Source: an optimization exercise on an open RTL-to-GDS flow (aim: small area, a short achievable clock period and few clock cycles per item). Production flows keep margins and buffers that such runs may drop. Function was checked by simulation only, so behaviour that the tests miss may differ from the original. The clock port is modelled as an ideal driver; clocking choices that lean on that would not hold on a real chip.

== lane 1 ==
Design aes128_encr_round_ctrl, start of the top module:
module aes128_encr_round_ctrl
#(
  parameter int NUM_ROUNDS = 10,
  parameter int RCNT_W     = 4
) (
  input  logic              clk,
  input  logic              rst,
  input  logic              in_valid,
  output logic              in_ready,
  input  logic [127:0]      plaintext,
  input  logic [127:0]      key,
  output logic              out_valid,
  input  logic              out_ready,
  output logic [127:0]      ciphertext
);
Size in the first run: ~5000 cells after synthesis, roughly 260 I/O pins.
clock: 20.0 ns
lec_check: 0
cap_margin: 20
core_margin: 2
core_utilization: 30
slew_margin: 20
standard.sh (not shown) runs the stock make flow with config.mk's settings and CLKGATE_MAP_FILE= SYNTH_SCRIPT=/design/flow/synth_recipe.tcl, a recipe that flattens the netlist after the stock synthesis.
==> flow/flow/run.sh <==
#!/bin/bash
# Standard ORFS layout, except:
#  - synthesis maps the logic with an area-oriented ABC script (flow/abc.script)
#    instead of ORFS's abc_speed.script; registers are mapped before ABC runs, so
#    they are the standard synthesis's;
#  - ports are buffered with buf_1 (outputs: buf_2) instead of the resizer's default choice
#    (clkdlybuf4s50_1, a delay cell);
#  - timing repair aims at the extra setup and hold margins in flow/setup_margin.txt
#    and flow/hold_margin.txt, if any;
#  - the output pins are spread evenly along the top and bottom edges
#    (flow/pins.tcl);
#  - before global placement, the flip-flops that drive output ports are placed at
#    their pins and kept there through placement (flow/pre_gpl.tcl, post_dpl.tcl);
#    after global placement, the output port buffers are moved to their pins
#    (flow/place_io_flops.tcl);
#  - before CTS, the registers that capture the S-box stage (m_reg, t_reg)
#    are taken off the clock net (flow/clock_detach.tcl), so that CTS builds its
#    tree for the other registers;
#  - after CTS, the clk port drives four root clock buffers, each driving a quarter
#    of the leaf clock buffers directly, in place of CTS's upper tree
#    (flow/clock_top.tcl); the S-box-stage registers get leaf buffers of their own,
#    fed from the roots through one clock delay cell per root: useful skew between
#    internal registers only (flow/clock_stage1.tcl).
set -euo pipefail
W=$PWD
export FLOW_ABC_SCRIPT=$W/flow/abc.script
sed 's|log_cmd abc {\*}$abc_args|log_cmd abc -script $::env(FLOW_ABC_SCRIPT) {*}[lrange $abc_args 2 end]|' \
  "$FLOW_HOME/scripts/synth.tcl" > "$W/synth_core.tcl"
grep -q FLOW_ABC_SCRIPT "$W/synth_core.tcl"
sed "s|source \$::env(SCRIPTS_DIR)/synth.tcl|source $W/synth_core.tcl|" synth_recipe.tcl > "$W/synth_abc.tcl"
grep -q synth_core.tcl "$W/synth_abc.tcl"
bash standard.sh synth SYNTH_SCRIPT="$W/synth_abc.tcl" > "$W/synth.log" 2>&1
EXTRA=(BUFFER_PORTS_ARGS="-buffer_cell sky130_fd_sc_hd__buf_1" CTS_CLUSTER_SIZE=25 CTS_CLUSTER_DIAMETER=100 CORE_UTILIZATION=60 PLACE_DENSITY=0.75 PRE_IO_PLACEMENT_TCL="$W/flow/pins.tcl" PRE_GLOBAL_PLACE_TCL="$W/flow/pre_gpl.tcl" POST_GLOBAL_PLACE_TCL="$W/flow/place_io_flops.tcl" POST_DETAIL_PLACE_TCL="$W/flow/post_dpl.tcl" PRE_CTS_TCL="$W/flow/clock_detach.tcl" POST_CTS_TCL="$W/flow/post_cts.tcl")
if [[ -s flow/setup_margin.txt ]]; then
  EXTRA+=(SETUP_SLACK_MARGIN="$(cat flow/setup_margin.txt)")
fi
if [[ -s flow/hold_margin.txt ]]; then
  EXTRA+=(HOLD_SLACK_MARGIN="$(cat flow/hold_margin.txt)")
fi
bash standard.sh finish "${EXTRA[@]}" > "$W/layout.log" 2>&1
==> flow/flow/abc.script <==
&get -n; &st; &dc2; &nf -R 1000; &put
==> flow/flow/pre_gpl.tcl <==
# Before global placement: put each flip-flop that drives an output port in one of
# the rows next to its pin (the output ports are on the top and bottom edges), at the
# free legal site nearest to the pin, and mark it FIRM so that global and detailed
# placement place the other cells around it. post_dpl.tcl releases them afterwards.
# The row at the edge itself is left to the port buffers.
set block [ord::get_db_block]
set rows [lsort -command {apply {{a b} {expr {[[$a getBBox] yMin] - [[$b getBBox] yMin]}}}} [$block getRows]]
set nrows [llength $rows]
set sitew [[[lindex $rows 0] getSite] getWidth]
# occupied intervals per row index (fixed cells: tap and end cells)
array unset ::pg_occ
foreach inst [$block getInsts] {
  if {![$inst isFixed]} { continue }
  set bb [$inst getBBox]
  set ri [expr {([$bb yMin] - [[[lindex $rows 0] getBBox] yMin]) / [[[lindex $rows 0] getSite] getHeight]}]
  lappend ::pg_occ($ri) [list [$bb xMin] [$bb xMax]]
}
proc pg_free {ri x0 w} {
  if {![info exists ::pg_occ($ri)]} { return 1 }
  foreach iv $::pg_occ($ri) {
    if {$x0 < [lindex $iv 1] && $x0 + $w > [lindex $iv 0]} { return 0 }
  }
  return 1
}
set ports {}
foreach bterm [$block getBTerms] {
  if {[$bterm getIoType] ne "OUTPUT"} { continue }
  set net [$bterm getNet]
  if {$net eq "NULL"} { continue }
  set ff ""
  foreach it [$net getITerms] {
    if {[$it isOutputSignal]} { set ff [$it getInst] }
  }
  if {$ff eq "" || ![[$ff getMaster] isSequential]} { continue }
  set pb [$bterm getBBox]
  lappend ports [list [expr {([$pb xMin] + [$pb xMax]) / 2}] [$pb yMin] $ff]
}
set placed 0
foreach p [lsort -integer -index 0 $ports] {
  lassign $p px py ff
  set w [[$ff getMaster] getWidth]
  set top [expr {$py > [[$block getDieArea] yMax] / 2}]
  set best ""
  foreach k {1 2 3 4 5 6} {
    set ri [expr {$top ? $nrows - 1 - $k : $k}]
    set row [lindex $rows $ri]
    set rb [$row getBBox]
    set x0 [expr {[$rb xMin] + (($px - $w / 2 - [$rb xMin]) / $sitew) * $sitew}]
    for {set d 0} {$d < 200} {incr d} {
      foreach x [list [expr {$x0 + $d * $sitew}] [expr {$x0 - $d * $sitew}]] {
        if {$x < [$rb xMin] || $x + $w > [$rb xMax]} { continue }
        if {[pg_free $ri $x $w]} {
          set cost [expr {abs($x + $w / 2 - $px) + $k * 2720}]
          if {$best eq "" || $cost < [lindex $best 0]} { set best [list $cost $ri $x] }
          break
        }
      }
      if {$best ne "" && [lindex $best 1] == $ri} { break }
    }
  }
  if {$best eq ""} { puts "pre_gpl: no room for [$ff getName]"; continue }
  lassign $best cost ri x
  set row [lindex $rows $ri]
  $ff setOrient [$row getOrient]
  $ff setLocation $x [[$row getBBox] yMin]
  $ff setPlacementStatus FIRM
  lappend ::pg_occ($ri) [list $x [expr {$x + $w}]]
  incr placed
}
puts "pre_gpl: $placed output flip-flops placed next to their pins"
Other scripts of this flow, unchanged in this note and not shown: flow/flow/clock_detach.tcl, flow/flow/clock_stage1.tcl, flow/flow/clock_top.tcl, flow/flow/pins.tcl, flow/flow/place_io_flops.tcl, flow/flow/post_cts.tcl, flow/flow/post_dpl.tcl
Testbench counts of lane 1, summed over its fixed seeds: cycles 3,880, items 384.
Here is what was changed in the inputs of lane 2 compared with lane 1.
diff --git a/flow/flow/run.sh b/flow/flow/run.sh
--- a/flow/flow/run.sh
+++ b/flow/flow/run.sh
@@ -31,5 +31,5 @@
 grep -q synth_core.tcl "$W/synth_abc.tcl"
 bash standard.sh synth SYNTH_SCRIPT="$W/synth_abc.tcl" > "$W/synth.log" 2>&1
-EXTRA=(BUFFER_PORTS_ARGS="-buffer_cell sky130_fd_sc_hd__buf_1" CTS_CLUSTER_SIZE=25 CTS_CLUSTER_DIAMETER=100 CORE_UTILIZATION=60 PLACE_DENSITY=0.75 PRE_IO_PLACEMENT_TCL="$W/flow/pins.tcl" PRE_GLOBAL_PLACE_TCL="$W/flow/pre_gpl.tcl" POST_GLOBAL_PLACE_TCL="$W/flow/place_io_flops.tcl" POST_DETAIL_PLACE_TCL="$W/flow/post_dpl.tcl" PRE_CTS_TCL="$W/flow/clock_detach.tcl" POST_CTS_TCL="$W/flow/post_cts.tcl")
+EXTRA=(BUFFER_PORTS_ARGS="-buffer_cell sky130_fd_sc_hd__buf_1" CTS_CLUSTER_SIZE=25 CTS_CLUSTER_DIAMETER=100 CORE_UTILIZATION=65 PLACE_DENSITY=0.8 PRE_IO_PLACEMENT_TCL="$W/flow/pins.tcl" PRE_GLOBAL_PLACE_TCL="$W/flow/pre_gpl.tcl" POST_GLOBAL_PLACE_TCL="$W/flow/place_io_flops.tcl" POST_DETAIL_PLACE_TCL="$W/flow/post_dpl.tcl" PRE_CTS_TCL="$W/flow/clock_detach.tcl" POST_CTS_TCL="$W/flow/post_cts.tcl")
 if [[ -s flow/setup_margin.txt ]]; then
   EXTRA+=(SETUP_SLACK_MARGIN="$(cat flow/setup_margin.txt)")
==> flow/flow/abc.script <==
&get -n; &st; &synch2; &nf -R 1000; &put
diff --git a/flow/flow/pre_gpl.tcl b/flow/flow/pre_gpl.tcl
--- a/flow/flow/pre_gpl.tcl
+++ b/flow/flow/pre_gpl.tcl
@@ -17,4 +17,5 @@
 }
 proc pg_free {ri x0 w} {
+
   if {![info exists ::pg_occ($ri)]} { return 1 }
   foreach iv $::pg_occ($ri) {
## What came out
- Between lane 1 and lane 2, the flow reports die boundary height decreasing by a few percent.
- Lane 1 → lane 2: multi-input gate share of the layout cell area now larger; final cell count fell by 5.0%.
- Re via count normalized by instance count: lane 1 was higher than lane 2.
- Diff lane 1 -> lane 2 | cell count after placement | down by a few percent
- | worst setup slack | lane 1 vs lane 2 | ≈ equal |
For lane 3, these inputs were changed with respect to lane 2:
diff --git a/flow/flow/pre_gpl.tcl b/flow/flow/pre_gpl.tcl
--- a/flow/flow/pre_gpl.tcl
+++ b/flow/flow/pre_gpl.tcl
@@ -17,5 +17,4 @@
 }
 proc pg_free {ri x0 w} {
-
   if {![info exists ::pg_occ($ri)]} { return 1 }
   foreach iv $::pg_occ($ri) {
## What came out
Lane 2 → lane 3: time the final worst path needs with I/O delays and setup comparable; worst slack on hold paths essentially unchanged; actual transition at the worst max-transition pin roughly the same; fraction of the mapped netlist area in simple logic gates has remained practically unchanged. Between lane 2 and lane 3, the final design instance area without fill figures differ only marginally. Lane 2 → lane 3: synthesized cell count now sits at about the same level. | area after synthesis | lane 3 vs lane 2 | ≈ equal |. Lane 2 -> lane 3: first-pass GRT wire length delta 0, exact match.
> inputs changed (lane 3 -> lane 4)
diff --git a/flow/flow/run.sh b/flow/flow/run.sh
--- a/flow/flow/run.sh
+++ b/flow/flow/run.sh
@@ -31,5 +31,5 @@
 grep -q synth_core.tcl "$W/synth_abc.tcl"
 bash standard.sh synth SYNTH_SCRIPT="$W/synth_abc.tcl" > "$W/synth.log" 2>&1
-EXTRA=(BUFFER_PORTS_ARGS="-buffer_cell sky130_fd_sc_hd__buf_1" CTS_CLUSTER_SIZE=25 CTS_CLUSTER_DIAMETER=100 CORE_UTILIZATION=65 PLACE_DENSITY=0.8 PRE_IO_PLACEMENT_TCL="$W/flow/pins.tcl" PRE_GLOBAL_PLACE_TCL="$W/flow/pre_gpl.tcl" POST_GLOBAL_PLACE_TCL="$W/flow/place_io_flops.tcl" POST_DETAIL_PLACE_TCL="$W/flow/post_dpl.tcl" PRE_CTS_TCL="$W/flow/clock_detach.tcl" POST_CTS_TCL="$W/flow/post_cts.tcl")
+EXTRA=(BUFFER_PORTS_ARGS="-buffer_cell sky130_fd_sc_hd__buf_1" CTS_CLUSTER_SIZE=20 CTS_CLUSTER_DIAMETER=80 CORE_UTILIZATION=65 PLACE_DENSITY=0.8 PRE_IO_PLACEMENT_TCL="$W/flow/pins.tcl" PRE_GLOBAL_PLACE_TCL="$W/flow/pre_gpl.tcl" POST_GLOBAL_PLACE_TCL="$W/flow/place_io_flops.tcl" POST_DETAIL_PLACE_TCL="$W/flow/post_dpl.tcl" PRE_CTS_TCL="$W/flow/clock_detach.tcl" POST_CTS_TCL="$W/flow/post_cts.tcl")
 if [[ -s flow/setup_margin.txt ]]; then
   EXTRA+=(SETUP_SLACK_MARGIN="$(cat flow/setup_margin.txt)")
Results
- Result: PASS for each of lane 4 and lane 3
- Worst max-slew margin expressed relative to the limit on lane 4 is down relative to lane 3.
- Lane 4 vs. lane 3: via count normalized by instance count went up by 0.34%.
- [compare] base=lane 3 new=lane 4: minimum setup slack among reg-to-reg paths now sits lower; post-route standard cell area excluding fillers now sits higher.
--- input diff lane 4..lane 5 ---
diff --git a/flow/flow/run.sh b/flow/flow/run.sh
--- a/flow/flow/run.sh
+++ b/flow/flow/run.sh
@@ -31,5 +31,5 @@
 grep -q synth_core.tcl "$W/synth_abc.tcl"
 bash standard.sh synth SYNTH_SCRIPT="$W/synth_abc.tcl" > "$W/synth.log" 2>&1
-EXTRA=(BUFFER_PORTS_ARGS="-buffer_cell sky130_fd_sc_hd__buf_1" CTS_CLUSTER_SIZE=20 CTS_CLUSTER_DIAMETER=80 CORE_UTILIZATION=65 PLACE_DENSITY=0.8 PRE_IO_PLACEMENT_TCL="$W/flow/pins.tcl" PRE_GLOBAL_PLACE_TCL="$W/flow/pre_gpl.tcl" POST_GLOBAL_PLACE_TCL="$W/flow/place_io_flops.tcl" POST_DETAIL_PLACE_TCL="$W/flow/post_dpl.tcl" PRE_CTS_TCL="$W/flow/clock_detach.tcl" POST_CTS_TCL="$W/flow/post_cts.tcl")
+EXTRA=(BUFFER_PORTS_ARGS="-buffer_cell sky130_fd_sc_hd__buf_1" CTS_CLUSTER_SIZE=25 CTS_CLUSTER_DIAMETER=100 CORE_UTILIZATION=65 PLACE_DENSITY=0.8 PRE_IO_PLACEMENT_TCL="$W/flow/pins.tcl" PRE_GLOBAL_PLACE_TCL="$W/flow/pre_gpl.tcl" POST_GLOBAL_PLACE_TCL="$W/flow/place_io_flops.tcl" POST_DETAIL_PLACE_TCL="$W/flow/post_dpl.tcl" PRE_CTS_TCL="$W/flow/clock_detach.tcl" POST_CTS_TCL="$W/flow/post_cts.tcl")
 if [[ -s flow/setup_margin.txt ]]; then
   EXTRA+=(SETUP_SLACK_MARGIN="$(cat flow/setup_margin.txt)")
diff --git a/flow/flow/pre_gpl.tcl b/flow/flow/pre_gpl.tcl
--- a/flow/flow/pre_gpl.tcl
+++ b/flow/flow/pre_gpl.tcl
@@ -9,14 +9,15 @@
 set sitew [[[lindex $rows 0] getSite] getWidth]
 # occupied intervals per row index (fixed cells: tap and end cells)
-array unset ::pg_occ
+array unset occ
 foreach inst [$block getInsts] {
   if {![$inst isFixed]} { continue }
   set bb [$inst getBBox]
   set ri [expr {([$bb yMin] - [[[lindex $rows 0] getBBox] yMin]) / [[[lindex $rows 0] getSite] getHeight]}]
-  lappend ::pg_occ($ri) [list [$bb xMin] [$bb xMax]]
+  lappend occ($ri) [list [$bb xMin] [$bb xMax]]
 }
 proc pg_free {ri x0 w} {
-  if {![info exists ::pg_occ($ri)]} { return 1 }
-  foreach iv $::pg_occ($ri) {
+  global occ
+  if {![info exists occ($ri)]} { return 1 }
+  foreach iv $occ($ri) {
     if {$x0 < [lindex $iv 1] && $x0 + $w > [lindex $iv 0]} { return 0 }
   }
@@ -65,5 +66,5 @@
   $ff setLocation $x [[$row getBBox] yMin]
   $ff setPlacementStatus FIRM
-  lappend ::pg_occ($ri) [list $x [expr {$x + $w}]]
+  lappend occ($ri) [list $x [expr {$x + $w}]]
   incr placed
 }
### Flow results
Lane 5 did not finish; the tool stopped in detailed placement (3_5_place_dp) with error DPL-0033.
Comparing lane 5 against lane 4, there is no change at all in die outline height.
Reported for lane 4 and lane 5, number of synthesized flops with an enable pin turned out identical to the last digit.
On HPWL after detailed placement, lane 4 loses to lane 5.
Comparing lane 5 against lane 4, there is no change at all in post-synthesis average cell area.
Reported for lane 4 and lane 5, area share of xor/xnor cells in the synthesized design turned out identical to the last digit.
Comparing lane 5 against lane 4, there is no change at all in async set-reset flop share out of synthesis.

-- separate check: timing with driven ports --
No port has a modelled driver above. Below, the same layouts with a new extraction and two added sets of constraints. Step 1 assumes that a clkbuf_16 drives the clock port and a buf_2 every other input. Step 2, shift: input delay + t, output delay - t, t = (earliest + latest rising clock arrival at the registers) / 2. This alone moves slack from input paths to output paths. Three values: ideal ports, drivers, drivers and shift; two values: the first two.
| run | t, ns | setup slack, ns | latest minus earliest clock arrival (ns) | slew at the worst register clock pin (ns) |
|---|---|---|---|---|
| lane 1 | 0.874 | 15.053 / 14.909 / 14.632 | 0.691 / 0.690 | 0.11 / 0.11 |
| lane 2 | 0.846 | 15.052 / 14.907 / 14.382 | 0.686 / 0.686 | 0.11 / 0.11 |
| lane 3 | 0.846 | 15.052 / 14.907 / 14.382 | 0.686 / 0.686 | 0.11 / 0.11 |
| lane 4 | 0.859 | 15.061 / 14.915 / 14.345 | 0.688 / 0.687 | 0.10 / 0.10 |
In every run listed the clock reaches the registers at very different times; t lies between them, and the last value is a rough guide only. The setup slack of lane 4, which loses most, moves by -0.146 ns with the drivers and by -0.716 ns with both steps.
